Background: an optimization exercise with open tools, aiming at small area. Do not read the settings as production practice.
Only simulation tests tie the RTL to the original design; equivalence was not proved.

==> flow/design.v, too long to show whole: its modules and the start of the top module <==
// module fa: 10 lines
// module pw_conv: 27 lines
// module ds_block_top: 1194 lines
module ds_block_top #(
    parameter int IMG_W  = 6,
    parameter int IMG_H  = 5,
    parameter int STRIDE = 1
) (
    input  wire                                    clk,
    input  wire                                    rstn,
    input  wire                                    in_valid,
    input  wire  [ds_pkg::NCH*ds_pkg::ACT_W-1:0]   in_pix,
    output logic                                   out_valid,
    output logic [ds_pkg::NOUT*ds_pkg::ACT_W-1:0]  out_pix
);
  // ...
==> flow/flow/run.sh <==
#!/bin/bash
# The standard synthesis; then its combinational logic except the full adders
# mapped again by flow/remap.tcl (the logic before the depthwise result
# register for area, the pointwise stage with a delay target),
# and flow/equiv.tcl proving the result equivalent to the standard netlist;
# then the standard layout from floorplan on, with three changes: the port
# buffers are the smallest buffer (sky130_fd_sc_hd__buf_1); clock tree
# synthesis adds no dummy loads (its clustering settings repeat config.mk's);
# and the constant outputs share one tie cell instead of one each.
set -euo pipefail
export BUFFER_PORTS_ARGS="-buffer_cell sky130_fd_sc_hd__buf_1"
export SKIP_REPAIR_TIE_FANOUT=1
export CTS_ARGS="-sink_clustering_enable -repair_clock_nets -sink_clustering_size 14 -sink_clustering_max_diameter 90 -buf_list sky130_fd_sc_hd__clkbuf_8 -dont_use_dummy_load"
bash standard.sh synth > standard_synth.log 2>&1
R=orfs/results/sky130hd/ds_block_top/base
cp $R/1_2_yosys.v $R/1_2_yosys_standard.v
YOSYS="$FLOW_HOME/../tools/install/yosys/bin/yosys"
REMAP_RESULTS=$R REMAP_ABC=flow/remap.abc REMAP_ABC_PW=flow/remap_pw.abc "$YOSYS" -c flow/remap.tcl > remap.log 2>&1
REMAP_RESULTS=$R "$YOSYS" -c flow/equiv.tcl > equiv.log 2>&1
rm -f $R/1_synth.odb $R/1_synth.sdc
bash standard.sh > standard.log 2>&1
==> flow/flow/equiv.tcl <==
# Proves that the remapped netlist does what the standard synthesis's does:
# flip-flops are cut points (same instances in both), every other cell is
# read as its function.
yosys -import
set lib $::env(FLOW_HOME)/platforms/sky130hd/lib/sky130_fd_sc_hd__tt_025C_1v80.lib
set res $::env(REMAP_RESULTS)
read_liberty -ignore_miss_func $lib
blackbox sky130_fd_sc_hd__df* sky130_fd_sc_hd__edf* sky130_fd_sc_hd__sdf* sky130_fd_sc_hd__dl* sky130_fd_sc_hd__conb_*
read_verilog $res/1_2_yosys_standard.v
yosys rename ds_block_top gold
read_verilog $res/1_2_yosys.v
yosys rename ds_block_top gate
flatten gold gate
opt_clean -purge gold gate
equiv_make gold gate equiv
equiv_simple -seq 0 equiv
equiv_status -assert equiv
==> flow/flow/remap.abc <==
strash
&get -n
&dch -f
&nf -a -R 1000
&put
strash
&get -n
&dch -f
&nf -a -R 1000
&put
topo
==> flow/flow/remap.tcl <==
# Maps the combinational logic again: first the logic before the depthwise
# result register for area (every combinational cell except the full adders
# and the fan-in cone of out_pix), then the pointwise stage (that cone) with a
# delay target. All flip-flops, the full adders and the tie cell stay exactly
# as the standard synthesis made them.
yosys -import
set lib $::env(FLOW_HOME)/platforms/sky130hd/lib/sky130_fd_sc_hd__tt_025C_1v80.lib
set res $::env(REMAP_RESULTS)
# Each library cell as its function, for techmap
read_liberty -ignore_miss_func $lib
blackbox sky130_fd_sc_hd__df* sky130_fd_sc_hd__edf* sky130_fd_sc_hd__sdf* sky130_fd_sc_hd__dl* sky130_fd_sc_hd__fa_* sky130_fd_sc_hd__conb_*
write_verilog -noattr $res/remap_cells.v
design -reset
read_liberty -lib $lib
read_verilog $res/1_2_yosys_standard.v
hierarchy -top ds_block_top
select -set pw o:out_pix %ci*:-sky130_fd_sc_hd__dfxtp_1,sky130_fd_sc_hd__conb_1,sky130_fd_sc_hd__fa_1 t:* %i
select -set s1 t:* t:sky130_fd_sc_hd__df* t:sky130_fd_sc_hd__edf* t:sky130_fd_sc_hd__fa_* t:sky130_fd_sc_hd__conb_* %u %u %u %d @pw %d
tee -o $res/remap_cone.txt select -list @s1
techmap -map $res/remap_cells.v @s1
techmap
opt -fast
abc -liberty $lib -dont_use sky130_fd_sc_hd__lpflow_bleeder_1 -dont_use sky130_fd_sc_hd__lpflow_clkbufkapwr_1 -dont_use sky130_fd_sc_hd__lpflow_clkbufkapwr_16 -dont_use sky130_fd_sc_hd__lpflow_clkbufkapwr_2 -dont_use sky130_fd_sc_hd__lpflow_clkbufkapwr_4 -dont_use sky130_fd_sc_hd__lpflow_clkbufkapwr_8 -dont_use sky130_fd_sc_hd__lpflow_clkinvkapwr_1 -dont_use sky130_fd_sc_hd__lpflow_clkinvkapwr_16 -dont_use sky130_fd_sc_hd__lpflow_clkinvkapwr_2 -dont_use sky130_fd_sc_hd__lpflow_clkinvkapwr_4 -dont_use sky130_fd_sc_hd__lpflow_clkinvkapwr_8 -dont_use sky130_fd_sc_hd__lpflow_decapkapwr_12 -dont_use sky130_fd_sc_hd__lpflow_decapkapwr_3 -dont_use sky130_fd_sc_hd__lpflow_decapkapwr_4 -dont_use sky130_fd_sc_hd__lpflow_decapkapwr_6 -dont_use sky130_fd_sc_hd__lpflow_decapkapwr_8 -dont_use sky130_fd_sc_hd__lpflow_inputiso0n_1 -dont_use sky130_fd_sc_hd__lpflow_inputiso0p_1 -dont_use sky130_fd_sc_hd__lpflow_inputiso1n_1 -dont_use sky130_fd_sc_hd__lpflow_inputiso1p_1 -dont_use sky130_fd_sc_hd__lpflow_inputisolatch_1 -dont_use sky130_fd_sc_hd__lpflow_isobufsrc_1 -dont_use sky130_fd_sc_hd__lpflow_isobufsrc_16 -dont_use sky130_fd_sc_hd__lpflow_isobufsrc_2 -dont_use sky130_fd_sc_hd__lpflow_isobufsrc_4 -dont_use sky130_fd_sc_hd__lpflow_isobufsrc_8 -dont_use sky130_fd_sc_hd__lpflow_isobufsrckapwr_16 -dont_use sky130_fd_sc_hd__lpflow_lsbuf_lh_hl_isowell_tap_1 -dont_use sky130_fd_sc_hd__lpflow_lsbuf_lh_hl_isowell_tap_2 -dont_use sky130_fd_sc_hd__lpflow_lsbuf_lh_hl_isowell_tap_4 -dont_use sky130_fd_sc_hd__lpflow_lsbuf_lh_isowell_4 -dont_use sky130_fd_sc_hd__lpflow_lsbuf_lh_isowell_tap_1 -dont_use sky130_fd_sc_hd__lpflow_lsbuf_lh_isowell_tap_2 -dont_use sky130_fd_sc_hd__lpflow_lsbuf_lh_isowell_tap_4 -dont_use sky130_fd_sc_hd__probe_p_8 -dont_use sky130_fd_sc_hd__probec_p_8  -script $::env(REMAP_ABC) t:\$_*
opt_clean -purge
# The pointwise stage (its cone was selected before the first mapping, and
# its cells are untouched so far) is mapped again with a delay target.
select -set pw2 o:out_pix %ci*:-sky130_fd_sc_hd__dfxtp_1,sky130_fd_sc_hd__conb_1,sky130_fd_sc_hd__fa_1 t:sky130_fd_sc_hd__* %i
techmap -map $res/remap_cells.v @pw2
techmap
opt -fast
abc -liberty $lib -dont_use sky130_fd_sc_hd__lpflow_bleeder_1 -dont_use sky130_fd_sc_hd__lpflow_clkbufkapwr_1 -dont_use sky130_fd_sc_hd__lpflow_clkbufkapwr_16 -dont_use sky130_fd_sc_hd__lpflow_clkbufkapwr_2 -dont_use sky130_fd_sc_hd__lpflow_clkbufkapwr_4 -dont_use sky130_fd_sc_hd__lpflow_clkbufkapwr_8 -dont_use sky130_fd_sc_hd__lpflow_clkinvkapwr_1 -dont_use sky130_fd_sc_hd__lpflow_clkinvkapwr_16 -dont_use sky130_fd_sc_hd__lpflow_clkinvkapwr_2 -dont_use sky130_fd_sc_hd__lpflow_clkinvkapwr_4 -dont_use sky130_fd_sc_hd__lpflow_clkinvkapwr_8 -dont_use sky130_fd_sc_hd__lpflow_decapkapwr_12 -dont_use sky130_fd_sc_hd__lpflow_decapkapwr_3 -dont_use sky130_fd_sc_hd__lpflow_decapkapwr_4 -dont_use sky130_fd_sc_hd__lpflow_decapkapwr_6 -dont_use sky130_fd_sc_hd__lpflow_decapkapwr_8 -dont_use sky130_fd_sc_hd__lpflow_inputiso0n_1 -dont_use sky130_fd_sc_hd__lpflow_inputiso0p_1 -dont_use sky130_fd_sc_hd__lpflow_inputiso1n_1 -dont_use sky130_fd_sc_hd__lpflow_inputiso1p_1 -dont_use sky130_fd_sc_hd__lpflow_inputisolatch_1 -dont_use sky130_fd_sc_hd__lpflow_isobufsrc_1 -dont_use sky130_fd_sc_hd__lpflow_isobufsrc_16 -dont_use sky130_fd_sc_hd__lpflow_isobufsrc_2 -dont_use sky130_fd_sc_hd__lpflow_isobufsrc_4 -dont_use sky130_fd_sc_hd__lpflow_isobufsrc_8 -dont_use sky130_fd_sc_hd__lpflow_isobufsrckapwr_16 -dont_use sky130_fd_sc_hd__lpflow_lsbuf_lh_hl_isowell_tap_1 -dont_use sky130_fd_sc_hd__lpflow_lsbuf_lh_hl_isowell_tap_2 -dont_use sky130_fd_sc_hd__lpflow_lsbuf_lh_hl_isowell_tap_4 -dont_use sky130_fd_sc_hd__lpflow_lsbuf_lh_isowell_4 -dont_use sky130_fd_sc_hd__lpflow_lsbuf_lh_isowell_tap_1 -dont_use sky130_fd_sc_hd__lpflow_lsbuf_lh_isowell_tap_2 -dont_use sky130_fd_sc_hd__lpflow_lsbuf_lh_isowell_tap_4 -dont_use sky130_fd_sc_hd__probe_p_8 -dont_use sky130_fd_sc_hd__probec_p_8  -script $::env(REMAP_ABC_PW) t:\$_*
opt_clean -purge
splitnets
opt_clean -purge
insbuf -buf sky130_fd_sc_hd__buf_4 A X
tee -o $res/remap_stat.txt stat -liberty $lib
write_verilog -noattr -nohex -nodec $res/1_2_yosys.v
==> flow/flow/remap_pw.abc <==
strash
dc2
dch -f
map -D 4400
topo
==> flow/standard.sh <==
#!/bin/bash
# synth_recipe.tcl (not shown) runs the flow's synth.tcl, then flattens the netlist and writes it again
# the make line also repeats each setting of config.mk as NAME=value (left out here)
make -C /OpenROAD-flow-scripts/flow DESIGN_CONFIG=/design/flow/config.mk WORK_HOME=/design/flow/orfs CLKGATE_MAP_FILE= SYNTH_SCRIPT=/design/flow/synth_recipe.tcl "${@:-finish}"
==> flow/config.mk <==
export PLATFORM = sky130hd
export DESIGN_NAME = ds_block_top
export DESIGN_NICKNAME = ds_block_top
export VERILOG_FILES = /design/flow/design.v
export SDC_FILE = /design/flow/constraint.sdc
export NUM_CORES = 4
export LEC_CHECK = 0
export CAP_MARGIN = 20
export CORE_MARGIN = 2
export CORE_UTILIZATION = 40
export CTS_BUF_LIST = sky130_fd_sc_hd__clkbuf_8
export CTS_CLUSTER_DIAMETER = 90
export CTS_CLUSTER_SIZE = 14
export SLEW_MARGIN = 20
export SYNTH_HIERARCHICAL = 1
export SYNTH_MINIMUM_KEEP_SIZE = 0
==> flow/constraint.sdc <==
create_clock -name core_clock -period 8.0 [get_ports {clk}]
set_input_delay 1.6000 -clock core_clock [delete_from_list [all_inputs] [get_ports {clk}]]
set_output_delay 1.6000 -clock core_clock [all_outputs]
set_load 0.01 [all_outputs]
==> impl_results.md, run 1 <==
- Maximum number of pins on one net before global-route repair: 191
- Number of clock buffers inserted by TritonCTS: 42
- Number of buffer and inverter stages on the critical path: 9
- Multi-input combinational cell count: 1255
- Aggregate global-route resource usage: 16.90%
- Per-cell routed wire length: 19.62 um
- Worst slew margin: 24.91%
- Status: finished clean
- Non-Filler Instances: 2914
- Synthesized cell area: 0.02675 mm^2
- Placeable core area: 0.06598 mm^2
- Number of port buffers: 76
- Number of setup buffers added after CTS: 0
- Final Worst Setup Slack: 369.5 ps
- Synthesis Warnings: 9
- Fraction of area in non-clock buffers: 2.133%
- Launching element type of the critical path: flop
- Longest individual stage delay on the worst path: 440 ps
- FF+latch count: 489
- Highest-utilization routing layer at the global route stage: met2
- Num ports: 100
- Detailed router's first-iteration violation count: 1153
- Buffer cell driving the clock tree root: clkbuf_8
- Starting utilization of the core area: 40.55%
- GR met1 Demand/Resource: 24.87%
- Launch point of the worst reg-to-reg path: ok_l$_DFFE_PN1P_
- Final-layout clock buffer total: 42
- Number of H-tree levels: 2
- Post-cts hold buffer count: 0
- CP Capture Type: primary output
- Cell Area, Placed: 0.02790 mm^2
- Leading cell type in the layout, fill and taps excluded: edfxtp_1
- Hold Path Cell Cnt: 0
- Final Core Density: 43.48%
- Total die area: 0.06897 mm^2
==> run 2, diff against run 1 <==
--- a/flow/design.v
+++ b/flow/design.v
@@ -862,26 +862,27 @@
     assign a_5s = ~a_0c ^ ~a_3s;
     assign a_5c = ~a_0c & ~a_3s;
     fa u_a_6 (.a(ta12[2]), .b(ta8[2]), .c(ta7[0]), .s(a_6s), .co(a_6c));
     fa u_a_7 (.a(ta14[2]), .b(ta2[0]), .c(ta2[2]), .s(a_7s), .co(a_7c));
     fa u_a_8 (.a(ta7[1]), .b(ta6[1]), .c(ta1[0]), .s(a_8s), .co(a_8c));
     fa u_a_9 (.a(ta1[2]), .b(a_3c), .c(a_7s), .s(a_9s), .co(a_9c));
     fa u_a_10 (.a(a_2c), .b(a_6s), .c(a_8s), .s(a_10s), .co(a_10c));
     fa u_a_11 (.a(a_5c), .b(a_4c), .c(a_10s), .s(a_11s), .co(a_11c));
-    fa u_a_12 (.a(a_9s), .b(ta0[0]), .c(~a_11s), .s(a_12s), .co(a_12c));
+    assign a_12s = ~a_9s ^ ~ta0[0];
+    assign a_12c = ~a_9s & ~ta0[0];
     fa u_a_13 (.a(ta14[0]), .b(ta12[3]), .c(ta8[3]), .s(a_13s), .co(a_13c));
     fa u_a_14 (.a(ta14[3]), .b(ta12[0]), .c(ta2[1]), .s(a_14s), .co(a_14c));
     fa u_a_15 (.a(ta7[1]), .b(ta7[2]), .c(ta6[2]), .s(a_15s), .co(a_15c));
     fa u_a_16 (.a(ta2[3]), .b(ta1[3]), .c(a_7c), .s(a_16s), .co(a_16c));
     fa u_a_17 (.a(ta1[1]), .b(a_6c), .c(a_8c), .s(a_17s), .co(a_17c));
     fa u_a_18 (.a(a_13s), .b(a_15s), .c(a_10c), .s(a_18s), .co(a_18c));
     fa u_a_19 (.a(a_14s), .b(a_9c), .c(a_16s), .s(a_19s), .co(a_19c));
     fa u_a_20 (.a(a_17s), .b(a_18s), .c(a_11c), .s(a_20s), .co(a_20c));
-    fa u_a_21 (.a(ta0[1]), .b(a_19s), .c(a_12c), .s(a_21s), .co(a_21c));
+    fa u_a_21 (.a(ta0[1]), .b(a_19s), .c(~a_12c), .s(a_21s), .co(a_21c));
     fa u_a_22 (.a(ta14[4]), .b(ta12[1]), .c(ta2[2]), .s(a_22s), .co(a_22c));
     fa u_a_23 (.a(ta12[4]), .b(ta8[4]), .c(ta7[2]), .s(a_23s), .co(a_23c));
     fa u_a_24 (.a(ta7[3]), .b(ta6[3]), .c(ta1[2]), .s(a_24s), .co(a_24c));
     fa u_a_25 (.a(ta2[4]), .b(ta1[4]), .c(ta14[1]), .s(a_25s), .co(a_25c));
     fa u_a_26 (.a(a_13c), .b(a_15c), .c(a_23s), .s(a_26s), .co(a_26c));
     fa u_a_27 (.a(a_14c), .b(a_22s), .c(a_25s), .s(a_27s), .co(a_27c));
     fa u_a_28 (.a(a_24s), .b(a_17c), .c(a_26s), .s(a_28s), .co(a_28c));
     fa u_a_29 (.a(a_16c), .b(a_27s), .c(ta0[2]), .s(a_29s), .co(a_29c));
@@ -1011,32 +1012,32 @@
     fa u_a_153 (.a(ta12[13]), .b(ta7[15]), .c(ta6[15]), .s(a_153s), .co(a_153c));
     fa u_a_154 (.a(ta7[14]), .b(ta1[14]), .c(ta14[12]), .s(a_154s), .co(a_154c));
     fa u_a_155 (.a(ta2[14]), .b(ta14[13]), .c(a_142c), .s(a_155s), .co(a_155c));
     fa u_a_156 (.a(a_143c), .b(a_144c), .c(a_154s), .s(a_156s), .co(a_156c));
     fa u_a_157 (.a(a_153s), .b(a_145c), .c(a_155s), .s(a_157s), .co(a_157c));
     fa u_a_158 (.a(a_146c), .b(a_156s), .c(a_147c), .s(a_158s), .co(a_158c));
     fa u_a_159 (.a(ta0[14]), .b(a_148c), .c(a_157s), .s(a_159s), .co(a_159c));
     fa u_a_160 (.a(a_149c), .b(a_158s), .c(a_151c), .s(a_160s), .co(a_160c));
-    fa u_a_161 (.a(a_150c), .b(a_159s), .c(~a_160s), .s(a_161s), .co(a_161c));
+    fa u_a_161 (.a(~a_150c), .b(~a_159s), .c(a_160s), .s(a_161s), .co(a_161c));
     fa u_a_162 (.a(ta12[14]), .b(ta7[15]), .c(ta1[15]), .s(a_162s), .co(a_162c));
     fa u_a_163 (.a(ta2[15]), .b(ta14[13]), .c(a_154c), .s(a_163s), .co(a_163c));
     fa u_a_164 (.a(ta14[14]), .b(a_153c), .c(a_162s), .s(a_164s), .co(a_164c));
     fa u_a_165 (.a(a_156c), .b(a_163s), .c(ta0[15]), .s(a_165s), .co(a_165c));
     fa u_a_166 (.a(a_155c), .b(a_164s), .c(a_157c), .s(a_166s), .co(a_166c));
-    fa u_a_167 (.a(a_158c), .b(a_165s), .c(a_160c), .s(a_167s), .co(a_167c));
-    fa u_a_168 (.a(a_159c), .b(a_166s), .c(a_161c), .s(a_168s), .co(a_168c));
+    fa u_a_167 (.a(a_158c), .b(a_165s), .c(~a_159c), .s(a_167s), .co(a_167c));
+    fa u_a_168 (.a(~a_166s), .b(a_167s), .c(a_160c), .s(a_168s), .co(a_168c));
     fa u_a_169 (.a(ta12[15]), .b(ta14[14]), .c(a_163c), .s(a_169s), .co(a_169c));
     fa u_a_170 (.a(ta14[15]), .b(a_162c), .c(a_164c), .s(a_170s), .co(a_170c));
-    fa u_a_171 (.a(a_169s), .b(~a_170s), .c(a_165c), .s(a_171s), .co(a_171c));
-    fa u_a_172 (.a(~a_166c), .b(a_171s), .c(a_167c), .s(a_172s), .co(a_172c));
+    fa u_a_171 (.a(a_169s), .b(a_165c), .c(a_167c), .s(a_171s), .co(a_171c));
+    fa u_a_172 (.a(~a_170s), .b(~a_166c), .c(a_171s), .s(a_172s), .co(a_172c));
     fa u_a_173 (.a(1'b1), .b(a_169c), .c(~a_170c), .s(a_173s), .co(a_173c));
     assign a_174s = a_173s ^ a_171c;
     assign a_174c = a_173s & a_171c;
-    assign sa = {1'b1, a_173c, a_174s, ~a_168c, a_167s, ~a_161s, ~a_141c, a_140s, ~a_130s, ~a_108c, a_107s, ~a_97s, ~a_75c, a_74s, a_53c, ~a_42c, a_41s, a_30s, a_20s, ~a_12s, a_5s, a_1s} + {1'b0, a_174c, a_172c, a_172s, ~a_168s, a_152c, a_152s, ~a_141s, a_119c, a_119s, ~a_108s, a_86c, a_86s, ~a_75s, ~a_64s, a_53s, ~a_42s, ~a_31s, ~a_21s, 1'b0, a_4s, ~a_0s};
+    assign sa = {1'b1, a_173c, a_174s, a_168c, a_161c, a_161s, ~a_141c, a_140s, ~a_130s, ~a_108c, a_107s, ~a_97s, ~a_75c, a_74s, a_53c, ~a_42c, a_41s, a_30s, a_20s, a_11s, a_5s, a_1s} + {1'b0, a_174c, a_172c, a_172s, a_168s, a_152c, a_152s, ~a_141s, a_119c, a_119s, ~a_108s, a_86c, a_86s, ~a_75s, ~a_64s, a_53s, ~a_42s, ~a_31s, ~a_21s, a_12s, a_4s, ~a_0s};
     fa u_b_0 (.a(tb13[0]), .b(tb6[0]), .c(tb2[0]), .s(b_0s), .co(b_0c));
     assign b_1s = tb12[0] ^ ~b_0s;
     assign b_1c = tb12[0] & ~b_0s;
     fa u_b_2 (.a(tb13[0]), .b(tb13[1]), .c(tb8[0]), .s(b_2s), .co(b_2c));
     fa u_b_3 (.a(tb7[0]), .b(tb6[1]), .c(tb2[1]), .s(b_3s), .co(b_3c));
     fa u_b_4 (.a(b_0c), .b(b_2s), .c(b_3s), .s(b_4s), .co(b_4c));
     fa u_b_5 (.a(tb12[1]), .b(b_1c), .c(~b_4s), .s(b_5s), .co(b_5c));
     fa u_b_6 (.a(tb14[0]), .b(tb12[0]), .c(tb12[2]), .s(b_6s), .co(b_6c));
@@ -1061,29 +1062,31 @@
     fa u_b_24 (.a(tb7[2]), .b(tb7[3]), .c(tb6[4]), .s(b_24s), .co(b_24c));
     fa u_b_25 (.a(tb2[4]), .b(tb14[2]), .c(b_13c), .s(b_25s), .co(b_25c));
     fa u_b_26 (.a(tb14[1]), .b(b_14c), .c(b_23s), .s(b_26s), .co(b_26c));
     fa u_b_27 (.a(b_15c), .b(b_22s), .c(b_24s), .s(b_27s), .co(b_27c));
     fa u_b_28 (.a(b_16c), .b(b_17c), .c(b_25s), .s(b_28s), .co(b_28c));
     fa u_b_29 (.a(b_27s), .b(tb0[1]), .c(b_18c), .s(b_29s), .co(b_29c));
     fa u_b_30 (.a(b_26s), .b(tb0[4]), .c(b_19c), .s(b_30s), .co(b_30c));
     fa u_b_31 (.a(b_28s), .b(b_20c), .c(b_29s), .s(b_31s), .co(b_31c));
-    fa u_b_32 (.a(b_30s), .b(b_21c), .c(~b_31s), .s(b_32s), .co(b_32c));
+    assign b_32s = b_30s ^ b_21c;
+    assign b_32c = b_30s & b_21c;
     fa u_b_33 (.a(tb14[3]), .b(tb12[3]), .c(tb12[5]), .s(b_33s), .co(b_33c));
     fa u_b_34 (.a(tb13[4]), .b(tb13[5]), .c(tb8[4]), .s(b_34s), .co(b_34c));
     fa u_b_35 (.a(tb7[3]), .b(tb7[4]), .c(tb6[5]), .s(b_35s), .co(b_35c));
     fa u_b_36 (.a(tb2[2]), .b(tb14[2]), .c(b_23c), .s(b_36s), .co(b_36c));
     fa u_b_37 (.a(tb2[5]), .b(b_22c), .c(b_24c), .s(b_37s), .co(b_37c));
     fa u_b_38 (.a(b_34s), .b(b_35s), .c(b_25c), .s(b_38s), .co(b_38c));
     fa u_b_39 (.a(b_33s), .b(b_26c), .c(b_36s), .s(b_39s), .co(b_39c));
     fa u_b_40 (.a(b_27c), .b(b_37s), .c(tb0[2]), .s(b_40s), .co(b_40c));
     fa u_b_41 (.a(b_38s), .b(b_28c), .c(b_40s), .s(b_41s), .co(b_41c));
     fa u_b_42 (.a(tb0[5]), .b(b_39s), .c(b_30c), .s(b_42s), .co(b_42c));
     fa u_b_43 (.a(b_29c), .b(b_41s), .c(b_31c), .s(b_43s), .co(b_43c));
-    fa u_b_44 (.a(b_42s), .b(b_32c), .c(~b_43s), .s(b_44s), .co(b_44c));
+    assign b_44s = b_32c ^ b_42s;
+    assign b_44c = b_32c & b_42s;
     fa u_b_45 (.a(tb14[4]), .b(tb12[4]), .c(tb12[6]), .s(b_45s), .co(b_45c));
     fa u_b_46 (.a(tb13[5]), .b(tb13[6]), .c(tb8[5]), .s(b_46s), .co(b_46c));
     fa u_b_47 (.a(tb7[4]), .b(tb7[5]), .c(tb6[6]), .s(b_47s), .co(b_47c));
     fa u_b_48 (.a(tb2[6]), .b(b_34c), .c(b_35c), .s(b_48s), .co(b_48c));
     fa u_b_49 (.a(tb2[3]), .b(b_33c), .c(b_45s), .s(b_49s), .co(b_49c));
     fa u_b_50 (.a(b_46s), .b(b_47s), .c(b_37c), .s(b_50s), .co(b_50c));
     fa u_b_51 (.a(b_36c), .b(b_49s), .c(tb0[6]), .s(b_51s), .co(b_51c));
     fa u_b_52 (.a(b_48s), .b(tb0[3]), .c(b_38c), .s(b_52s), .co(b_52c));
@@ -1097,43 +1100,44 @@
     fa u_b_59 (.a(tb7[5]), .b(tb7[6]), .c(tb6[7]), .s(b_59s), .co(b_59c));
     fa u_b_60 (.a(tb2[7]), .b(b_46c), .c(b_47c), .s(b_60s), .co(b_60c));
     fa u_b_61 (.a(tb2[4]), .b(b_45c), .c(b_57s), .s(b_61s), .co(b_61c));
     fa u_b_62 (.a(b_58s), .b(b_59s), .c(b_48c), .s(b_62s), .co(b_62c));
     fa u_b_63 (.a(b_49c), .b(b_61s), .c(tb0[7]), .s(b_63s), .co(b_63c));
     fa u_b_64 (.a(b_60s), .b(tb0[4]), .c(b_50c), .s(b_64s), .co(b_64c));
     fa u_b_65 (.a(b_62s), .b(b_52c), .c(b_64s), .s(b_65s), .co(b_65c));
     fa u_b_66 (.a(b_51c), .b(b_63s), .c(b_54c), .s(b_66s), .co(b_66c));
-    fa u_b_67 (.a(b_53c), .b(b_65s), .c(~b_56c), .s(b_67s), .co(b_67c));
-    fa u_b_68 (.a(b_66s), .b(~b_67s), .c(b_55c), .s(b_68s), .co(b_68c));
+    fa u_b_67 (.a(~b_53c), .b(~b_65s), .c(b_56c), .s(b_67s), .co(b_67c));
+    assign b_68s = b_66s ^ b_55c;
+    assign b_68c = b_66s & b_55c;
     fa u_b_69 (.a(tb14[6]), .b(tb12[6]), .c(tb12[8]), .s(b_69s), .co(b_69c));
     fa u_b_70 (.a(tb13[7]), .b(tb13[8]), .c(tb8[7]), .s(b_70s), .co(b_70c));
     fa u_b_71 (.a(tb7[6]), .b(tb7[7]), .c(tb6[8]), .s(b_71s), .co(b_71c));
     fa u_b_72 (.a(tb2[8]), .b(b_58c), .c(b_59c), .s(b_72s), .co(b_72c));
     fa u_b_73 (.a(tb2[5]), .b(b_57c), .c(b_69s), .s(b_73s), .co(b_73c));
     fa u_b_74 (.a(b_70s), .b(b_71s), .c(b_60c), .s(b_74s), .co(b_74c));
     fa u_b_75 (.a(b_61c), .b(b_73s), .c(tb0[8]), .s(b_75s), .co(b_75c));
     fa u_b_76 (.a(b_72s), .b(tb0[5]), .c(b_62c), .s(b_76s), .co(b_76c));
     fa u_b_77 (.a(b_74s), .b(b_64c), .c(b_76s), .s(b_77s), .co(b_77c));
     fa u_b_78 (.a(b_63c), .b(b_75s), .c(~b_65c), .s(b_78s), .co(b_78c));
     fa u_b_79 (.a(~b_77s), .b(b_78s), .c(b_66c), .s(b_79s), .co(b_79c));
-    assign b_80s = ~b_67c ^ b_79s;
-    assign b_80c = ~b_67c & b_79s;
+    fa u_b_80 (.a(b_67c), .b(b_68c), .c(b_79s), .s(b_80s), .co(b_80c));
     fa u_b_81 (.a(tb14[7]), .b(tb12[7]), .c(tb12[9]), .s(b_81s), .co(b_81c));
     fa u_b_82 (.a(tb13[8]), .b(tb13[9]), .c(tb8[8]), .s(b_82s), .co(b_82c));
     fa u_b_83 (.a(tb7[7]), .b(tb7[8]), .c(tb6[9]), .s(b_83s), .co(b_83c));
     fa u_b_84 (.a(tb2[9]), .b(b_70c), .c(b_71c), .s(b_84s), .co(b_84c));
     fa u_b_85 (.a(tb2[6]), .b(b_69c), .c(b_81s), .s(b_85s), .co(b_85c));
     fa u_b_86 (.a(b_82s), .b(b_83s), .c(b_72c), .s(b_86s), .co(b_86c));
     fa u_b_87 (.a(b_73c), .b(b_85s), .c(tb0[9]), .s(b_87s), .co(b_87c));
     fa u_b_88 (.a(b_84s), .b(tb0[6]), .c(b_74c), .s(b_88s), .co(b_88c));
     fa u_b_89 (.a(b_86s), .b(b_76c), .c(b_88s), .s(b_89s), .co(b_89c));
     fa u_b_90 (.a(b_75c), .b(b_87s), .c(b_78c), .s(b_90s), .co(b_90c));
     fa u_b_91 (.a(b_77c), .b(b_89s), .c(~b_90s), .s(b_91s), .co(b_91c));
-    fa u_b_92 (.a(b_79c), .b(~b_91s), .c(b_80c), .s(b_92s), .co(b_92c));
+    assign b_92s = b_79c ^ ~b_91s;
+    assign b_92c = b_79c & ~b_91s;
     fa u_b_93 (.a(tb14[8]), .b(tb12[8]), .c(tb12[10]), .s(b_93s), .co(b_93c));
     fa u_b_94 (.a(tb13[9]), .b(tb13[10]), .c(tb8[9]), .s(b_94s), .co(b_94c));
     fa u_b_95 (.a(tb7[8]), .b(tb7[9]), .c(tb6[10]), .s(b_95s), .co(b_95c));
     fa u_b_96 (.a(tb2[10]), .b(b_82c), .c(b_83c), .s(b_96s), .co(b_96c));
     fa u_b_97 (.a(tb2[7]), .b(b_81c), .c(b_93s), .s(b_97s), .co(b_97c));
     fa u_b_98 (.a(b_94s), .b(b_95s), .c(b_84c), .s(b_98s), .co(b_98c));
     fa u_b_99 (.a(b_85c), .b(b_97s), .c(tb0[10]), .s(b_99s), .co(b_99c));
     fa u_b_100 (.a(b_96s), .b(tb0[7]), .c(b_86c), .s(b_100s), .co(b_100c));
@@ -1148,17 +1152,18 @@
     fa u_b_108 (.a(tb2[11]), .b(b_94c), .c(b_95c), .s(b_108s), .co(b_108c));
     fa u_b_109 (.a(tb2[8]), .b(b_93c), .c(b_105s), .s(b_109s), .co(b_109c));
     fa u_b_110 (.a(b_106s), .b(b_107s), .c(b_96c), .s(b_110s), .co(b_110c));
     fa u_b_111 (.a(b_97c), .b(b_109s), .c(tb0[11]), .s(b_111s), .co(b_111c));
     fa u_b_112 (.a(b_108s), .b(tb0[8]), .c(b_98c), .s(b_112s), .co(b_112c));
     fa u_b_113 (.a(b_110s), .b(b_100c), .c(b_112s), .s(b_113s), .co(b_113c));
     fa u_b_114 (.a(b_99c), .b(b_111s), .c(b_102c), .s(b_114s), .co(b_114c));
     fa u_b_115 (.a(b_101c), .b(b_113s), .c(~b_114s), .s(b_115s), .co(b_115c));
-    fa u_b_116 (.a(b_103c), .b(~b_115s), .c(b_104c), .s(b_116s), .co(b_116c));
+    assign b_116s = b_103c ^ ~b_115s;
+    assign b_116c = b_103c & ~b_115s;
     fa u_b_117 (.a(tb14[10]), .b(tb12[10]), .c(tb12[12]), .s(b_117s), .co(b_117c));
     fa u_b_118 (.a(tb13[11]), .b(tb13[12]), .c(tb8[11]), .s(b_118s), .co(b_118c));
     fa u_b_119 (.a(tb7[10]), .b(tb7[11]), .c(tb6[12]), .s(b_119s), .co(b_119c));
     fa u_b_120 (.a(tb2[12]), .b(b_106c), .c(b_107c), .s(b_120s), .co(b_120c));
     fa u_b_121 (.a(tb2[9]), .b(b_105c), .c(b_117s), .s(b_121s), .co(b_121c));
     fa u_b_122 (.a(b_118s), .b(b_119s), .c(b_108c), .s(b_122s), .co(b_122c));
     fa u_b_123 (.a(b_109c), .b(b_121s), .c(tb0[12]), .s(b_123s), .co(b_123c));
     fa u_b_124 (.a(b_120s), .b(tb0[9]), .c(b_110c), .s(b_124s), .co(b_124c));
@@ -1173,17 +1178,18 @@
     fa u_b_132 (.a(tb2[13]), .b(b_118c), .c(b_119c), .s(b_132s), .co(b_132c));
     fa u_b_133 (.a(tb2[10]), .b(b_117c), .c(b_129s), .s(b_133s), .co(b_133c));
     fa u_b_134 (.a(b_130s), .b(b_131s), .c(b_120c), .s(b_134s), .co(b_134c));
     fa u_b_135 (.a(b_121c), .b(b_133s), .c(tb0[13]), .s(b_135s), .co(b_135c));
     fa u_b_136 (.a(b_132s), .b(tb0[10]), .c(b_122c), .s(b_136s), .co(b_136c));
     fa u_b_137 (.a(b_134s), .b(b_124c), .c(b_136s), .s(b_137s), .co(b_137c));
     fa u_b_138 (.a(b_123c), .b(b_135s), .c(b_126c), .s(b_138s), .co(b_138c));
     fa u_b_139 (.a(b_125c), .b(b_137s), .c(~b_138s), .s(b_139s), .co(b_139c));
-    fa u_b_140 (.a(b_127c), .b(~b_139s), .c(b_128c), .s(b_140s), .co(b_140c));
+    assign b_140s = b_127c ^ ~b_139s;
+    assign b_140c = b_127c & ~b_139s;
     fa u_b_141 (.a(tb14[12]), .b(tb12[12]), .c(tb12[14]), .s(b_141s), .co(b_141c));
     fa u_b_142 (.a(tb13[13]), .b(tb13[14]), .c(tb8[13]), .s(b_142s), .co(b_142c));
     fa u_b_143 (.a(tb7[12]), .b(tb7[13]), .c(tb6[14]), .s(b_143s), .co(b_143c));
     fa u_b_144 (.a(tb2[14]), .b(b_130c), .c(b_131c), .s(b_144s), .co(b_144c));
     fa u_b_145 (.a(tb2[11]), .b(b_129c), .c(b_141s), .s(b_145s), .co(b_145c));
     fa u_b_146 (.a(b_142s), .b(b_143s), .c(b_132c), .s(b_146s), .co(b_146c));
     fa u_b_147 (.a(b_133c), .b(b_145s), .c(tb0[14]), .s(b_147s), .co(b_147c));
     fa u_b_148 (.a(b_144s), .b(tb0[11]), .c(b_134c), .s(b_148s), .co(b_148c));
@@ -1198,17 +1204,18 @@
     fa u_b_156 (.a(tb2[12]), .b(tb2[15]), .c(b_141c), .s(b_156s), .co(b_156c));
     fa u_b_157 (.a(b_142c), .b(b_143c), .c(b_153s), .s(b_157s), .co(b_157c));
     fa u_b_158 (.a(b_154s), .b(b_145c), .c(b_156s), .s(b_158s), .co(b_158c));
     fa u_b_159 (.a(b_155s), .b(b_144c), .c(b_157s), .s(b_159s), .co(b_159c));
     fa u_b_160 (.a(tb0[12]), .b(tb0[15]), .c(b_146c), .s(b_160s), .co(b_160c));
     fa u_b_161 (.a(b_159s), .b(b_148c), .c(b_160s), .s(b_161s), .co(b_161c));
     fa u_b_162 (.a(b_158s), .b(b_147c), .c(~b_149c), .s(b_162s), .co(b_162c));
     fa u_b_163 (.a(~b_161s), .b(b_150c), .c(b_162s), .s(b_163s), .co(b_163c));
-    fa u_b_164 (.a(b_163s), .b(b_151c), .c(b_152c), .s(b_164s), .co(b_164c));
+    assign b_164s = b_163s ^ b_151c;
+    assign b_164c = b_163s & b_151c;
     fa u_b_165 (.a(tb14[14]), .b(tb13[15]), .c(tb12[14]), .s(b_165s), .co(b_165c));
     fa u_b_166 (.a(tb8[15]), .b(tb7[15]), .c(tb2[13]), .s(b_166s), .co(b_166c));
     fa u_b_167 (.a(tb7[14]), .b(b_153c), .c(b_155c), .s(b_167s), .co(b_167c));
     fa u_b_168 (.a(tb14[13]), .b(b_154c), .c(b_165s), .s(b_168s), .co(b_168c));
     fa u_b_169 (.a(b_166s), .b(b_156c), .c(b_168s), .s(b_169s), .co(b_169c));
     fa u_b_170 (.a(b_157c), .b(b_167s), .c(tb0[13]), .s(b_170s), .co(b_170c));
     fa u_b_171 (.a(b_159c), .b(b_160c), .c(b_170s), .s(b_171s), .co(b_171c));
     fa u_b_172 (.a(b_158c), .b(b_169s), .c(~b_161c), .s(b_172s), .co(b_172c));
@@ -1216,27 +1223,29 @@
     assign b_174s = ~b_171s ^ b_173s;
     assign b_174c = ~b_171s & b_173s;
     fa u_b_175 (.a(tb7[15]), .b(tb2[14]), .c(b_165c), .s(b_175s), .co(b_175c));
     fa u_b_176 (.a(tb14[15]), .b(tb12[15]), .c(b_167c), .s(b_176s), .co(b_176c));
     fa u_b_177 (.a(b_166c), .b(b_168c), .c(b_175s), .s(b_177s), .co(b_177c));
     fa u_b_178 (.a(tb0[14]), .b(b_176s), .c(b_170c), .s(b_178s), .co(b_178c));
     fa u_b_179 (.a(b_169c), .b(b_177s), .c(~b_171c), .s(b_179s), .co(b_179c));
     fa u_b_180 (.a(~b_178s), .b(b_172c), .c(b_179s), .s(b_180s), .co(b_180c));
-    fa u_b_181 (.a(b_180s), .b(b_173c), .c(b_174c), .s(b_181s), .co(b_181c));
+    assign b_181s = b_180s ^ b_173c;
+    assign b_181c = b_180s & b_173c;
     fa u_b_182 (.a(tb2[15]), .b(b_175c), .c(tb0[15]), .s(b_182s), .co(b_182c));
     fa u_b_183 (.a(~b_176c), .b(b_177c), .c(b_182s), .s(b_183s), .co(b_183c));
     fa u_b_184 (.a(b_183s), .b(b_179c), .c(b_180c), .s(b_184s), .co(b_184c));
     assign b_185s = ~b_178c ^ b_184s;
     assign b_185c = ~b_178c & b_184s;
     fa u_b_186 (.a(tb2[15]), .b(b_182c), .c(b_183c), .s(b_186s), .co(b_186c));
-    fa u_b_187 (.a(b_186s), .b(b_184c), .c(b_185c), .s(b_187s), .co(b_187c));
+    assign b_187s = b_186s ^ b_184c;
+    assign b_187c = b_186s & b_184c;
     assign b_188s = ~tb2[15] ^ b_186c;
     assign b_188c = ~tb2[15] & b_186c;
-    assign sb = {1'b1, b_188s, b_187s, b_185s, b_181s, b_174s, b_164s, b_152s, b_140s, b_128s, b_116s, b_104s, b_92s, b_80s, b_68s, b_56s, b_44s, b_32s, ~b_20s, b_12s, tb0[1], b_1s} + {b_188c, b_187c, 1'b0, b_181c, 1'b0, b_164c, 1'b0, b_140c, 1'b0, b_116c, 1'b0, b_92c, 1'b0, b_68c, 1'b0, b_55s, 1'b0, 1'b0, b_21s, b_11s, b_5s, tb0[0]};
+    assign sb = {1'b1, b_188s, b_185c, b_181c, b_174c, b_164c, b_152c, b_140c, b_128c, b_116c, b_104c, b_92c, b_92s, b_80s, b_67s, b_56s, ~b_43s, ~b_31s, ~b_20s, b_12s, tb0[1], b_1s} + {b_188c, b_187c, b_187s, b_185s, b_181s, b_174s, b_164s, b_152s, b_140s, b_128s, b_116s, b_104s, b_80c, 1'b0, b_68s, b_55s, b_44s, b_32s, b_21s, b_11s, b_5s, tb0[0]};
     always_ff @(posedge clk) begin
         d0 <= sa[21] ? 15'd0 : sa[20:6];
         d1 <= sb[21] ? 15'd0 : sb[20:6];
     end
     always_ff @(posedge clk or negedge rstn) begin
         if (!rstn) out_valid <= 1'b0;
         else       out_valid <= emit;
     end
==> flow/flow/remap.abc (replaced) <==
strash
dc2
&get -n
&dch -f
&nf -a -R 1000
&put
topo
==> impl_results.md, run 2 <==
- Initial antenna violation count: 2 (unchanged)
- Per-cell routed wire length: 19.03 um (was 19.62 um)
- Number of endpoints failing setup at the final stage: 0 (unchanged)
- Number of H-tree levels: 2 (unchanged)
- Placeable core area: 0.06598 mm^2 (unchanged)
- Largest registers: sr: 448 flops, d0: 15 flops, d1: 15 flops (unchanged)
- Final #Nets: 2456 (was 2438)
- Synthesized cell area: 0.02678 mm^2 (was 0.02675 mm^2)
- Buffer cell driving the clock tree root: clkbuf_8 (unchanged)
- Remaining antenna violation count: 0 (unchanged)
- Worst clock skew: 111.0 ps (was 67.66 ps)
- Worst slew margin: 25.75% (was 24.91%)
- Signed area change from the synthesized netlist to the final layout: 7.050% (was 7.221%)
- Drt via density: 5.007 (was 5.001)
- Highest-count cells in the layout ignoring fill and taps: 448 x edfxtp_1, 378 x nand2_1, 343 x fa_1 (was 448 x edfxtp_1, 373 x nand2_1, 351 x fa_1)
- Number of inserted filler cells in the final layout: 5916 (was 5934)
- Class of the tightest hold or removal check: reg2reg (unchanged)
- Number of violations of the max-capacitance limit: 0 (unchanged)
- Row cnt: 94 (unchanged)
- Critical path fanouts, max: 14 (was 17)
- Total Negative Setup Slacks: 0 ps (unchanged)
- Launching element type of the critical path: flop (unchanged)
- Largest register FFs: 448 (unchanged)
- Kind of cell with the highest combined delay on the critical path: adder cells (was compound AO/OA/AOI/OAI gates)
- Num ports: 100 (unchanged)
- Most frequent cell on the critical path: fa_1 (was nand2_1)
- Synth Instances: 1984 (was 1962)
- Pins Over Slew Limit: 0 (unchanged)
- Area occupied by multi-input gates: 0.01150 mm^2 (about the same)
- Cell area after layout: 0.02867 mm^2 (was 0.02869 mm^2)
- Starting utilization of the core area: 40.59% (was 40.55%)
- Least-Margin Pin Slew: 1114 ps (was 1126 ps)
- Detailed-router iteration count before antenna repair: 5 (unchanged)
- Type of the worst setup path: reg2reg (was reg2out)
- Cell Area, Placed: 0.02790 mm^2 (about the same)
- CP required: 8490 ps (was 6400 ps)
- # clock sinks: 489 (unchanged)
- DRC violations left: 0 (unchanged)
- Clock Pin Slew Worst Setup and Hold Paths: 90 ps (about the same)
- Synthesis Warnings: 9 (unchanged)
- Placed wire-length estimate: 43060 um (was 43200 um)
- Worst Path Arrival: 7970 ps (was 6030 ps)
- Tcrit/Tclk final: 93.52% (was 95.38%)
- Die extent in x: 262.8 um (was 262.6 um)
- Maximum operating frequency: 133.7 MHz (was 131.1 MHz)
- Via count of the routed design: 14730 (was 14570)
- Post-cts hold buffer count: 0 (unchanged)
- Aggregate global-route resource usage: 16.54% (was 16.90%)
- Detailed router's first-iteration violation count: 1103 (was 1153)
- Wire length of the first global-routing pass: 88170 um (was 89400 um)
- Maximum number of pins on one net before global-route repair: 191 (unchanged)
- Number of global-route vias before repair: 15550 (was 15590)
- Total wirelength of the detailed-routed design: 55980 um (was 57170 um)
- Leading cell type in the layout, fill and taps excluded: edfxtp_1 (unchanged)
- Die Y-Extent: 262.8 um (was 262.6 um)
- Synthesized Nets: 2362 (was 2349)
- Final weighted congestion in routability-driven placement: 0.8734 (was 0.8570)
- Number of buffer and inverter stages on the critical path: 3 (was 9)
- Mapped Avg Cell Area: 13.50 um^2 (was 13.64 um^2)
- Top register by number of flip-flops: sr (unchanged)
- Footprint of the flip-flops and latches: 0.01434 mm^2 (about the same)
- Total congestion overflow after global routing: 0 (unchanged)
- RSZ-0062 raised after global routing: false
- Final Hold Vio Count: 0 (unchanged)
- CP Capture Type: flop (was primary output)
- Largest buffer count on any clock path: 3 (unchanged)
- Share of layout cells above drive strength 1: 5.636% (was 5.564%)
- Fin crit period: 7482 ps (was 7630 ps)
- Longest individual stage delay on the worst path: 590 ps (was 440 ps)
- Number of clock buffers inserted by TritonCTS: 43 (was 42)
- Number of port buffers: 76 (unchanged)
- Total die area: 0.06904 mm^2 (was 0.06897 mm^2)
- TritonCTS clock tree: built (unchanged)
- Status: finished clean (unchanged)
- Crit-path slowest cell: dfstp_2 (was o211ai_1)
- Clock latency on the worst-skew pair: 660 ps (was 640 ps)
==> run 2: final timing paths <==
check | startpoint | to | slack, ps | depth (start not counted)
max | ok_l$_DFFE_PN1P_ | d1[12]$_SDFF_PP0_ | 520 | 30
min | sr[5][28]$_DFFE_PP_ | sr[6][28]$_DFFE_PP_ | 380 | 0
max reg2reg | ok_l$_DFFE_PN1P_ | d1[12]$_SDFF_PP0_ | 520 | 30
min reg2reg | sr[5][28]$_DFFE_PP_ | sr[6][28]$_DFFE_PP_ | 380 | 0
max in group asynchronous | rstn | ok_r$_DFFE_PN0P_ | 6300 | 1
min in group asynchronous | rstn | out_valid$_DFF_PN0_ | 1090 | 1
==> run 2: routing by layer <==
metal  wire (um)  share of wire, %  global-route usage [%]  vias up
li1            -                 -                       -     6715
met1       25520                46                   23.49     7582
met2       26350                47                   26.47      351
met3        2798               5.0                   2.774       77
met4        1301               2.3                   4.520        0
met5           0                 0                       0        -
==> run 2: repair_timing <==
item                                    in CTS  in global routing
resized for setup                            3                 33
pin swaps                                    1                  6
buffers inserted                             1                  8
gates cloned                                 0                  1
endpoints found under the setup margin      33                 46
==> run 2: cell type report <==
cell class                 instances  area share (%)
timing repair buffer             113           2.086
clock buffer                      43           2.064
sequential                       489           50.01
tap                              864           3.771
inverter                         150           1.964
multi-input combinational       1281           40.10
antenna                            1        0.008729
==> run 2: through the flow <==
| step | cells | worst slack (ps) | hold slack [ps] | util (%) |
|---|---|---|---|---|
| after floorplan | 1984 | 169.1 | 400.3 | - |
| after global placement | 2887 | 174.2 | 400.2 | 42.29 |
| after detailed placement | 2887 | 24.50 | 404.5 | 42.29 |
| after CTS | 2931 | 16.95 | 381.2 | 43.20 |
| after global routing | 2941 | 0.1936 | 391.5 | 43.45 |
| final | 2941 | 518.2 | 384.0 | 43.45 |

## static timing again, ports no longer ideal
In the flow no input, the clock included, has a driving cell. The finished layouts below were timed again as built, in two steps. Step 1, drivers: a clkbuf_16 drives clk and a buf_2 each remaining input, both assumed. Step 2 moves the port delays by t, midway between the first and last clock arrival at a register: inputs arrive t later, outputs are due t later. That takes back most of the time a late clock gives input paths. a / b / c = ideal ports / drivers / drivers and shift; a / b = the first two.
run	t (ns)	setup WS [ns]	clock arrival spread, ns
run 1	0.663	0.370 / 0.314 / 0.480	0.068 / 0.068
run 2	0.656	0.518 / 0.518 / 0.518	0.113 / 0.113
After both steps setup and hold are still met in every run listed.
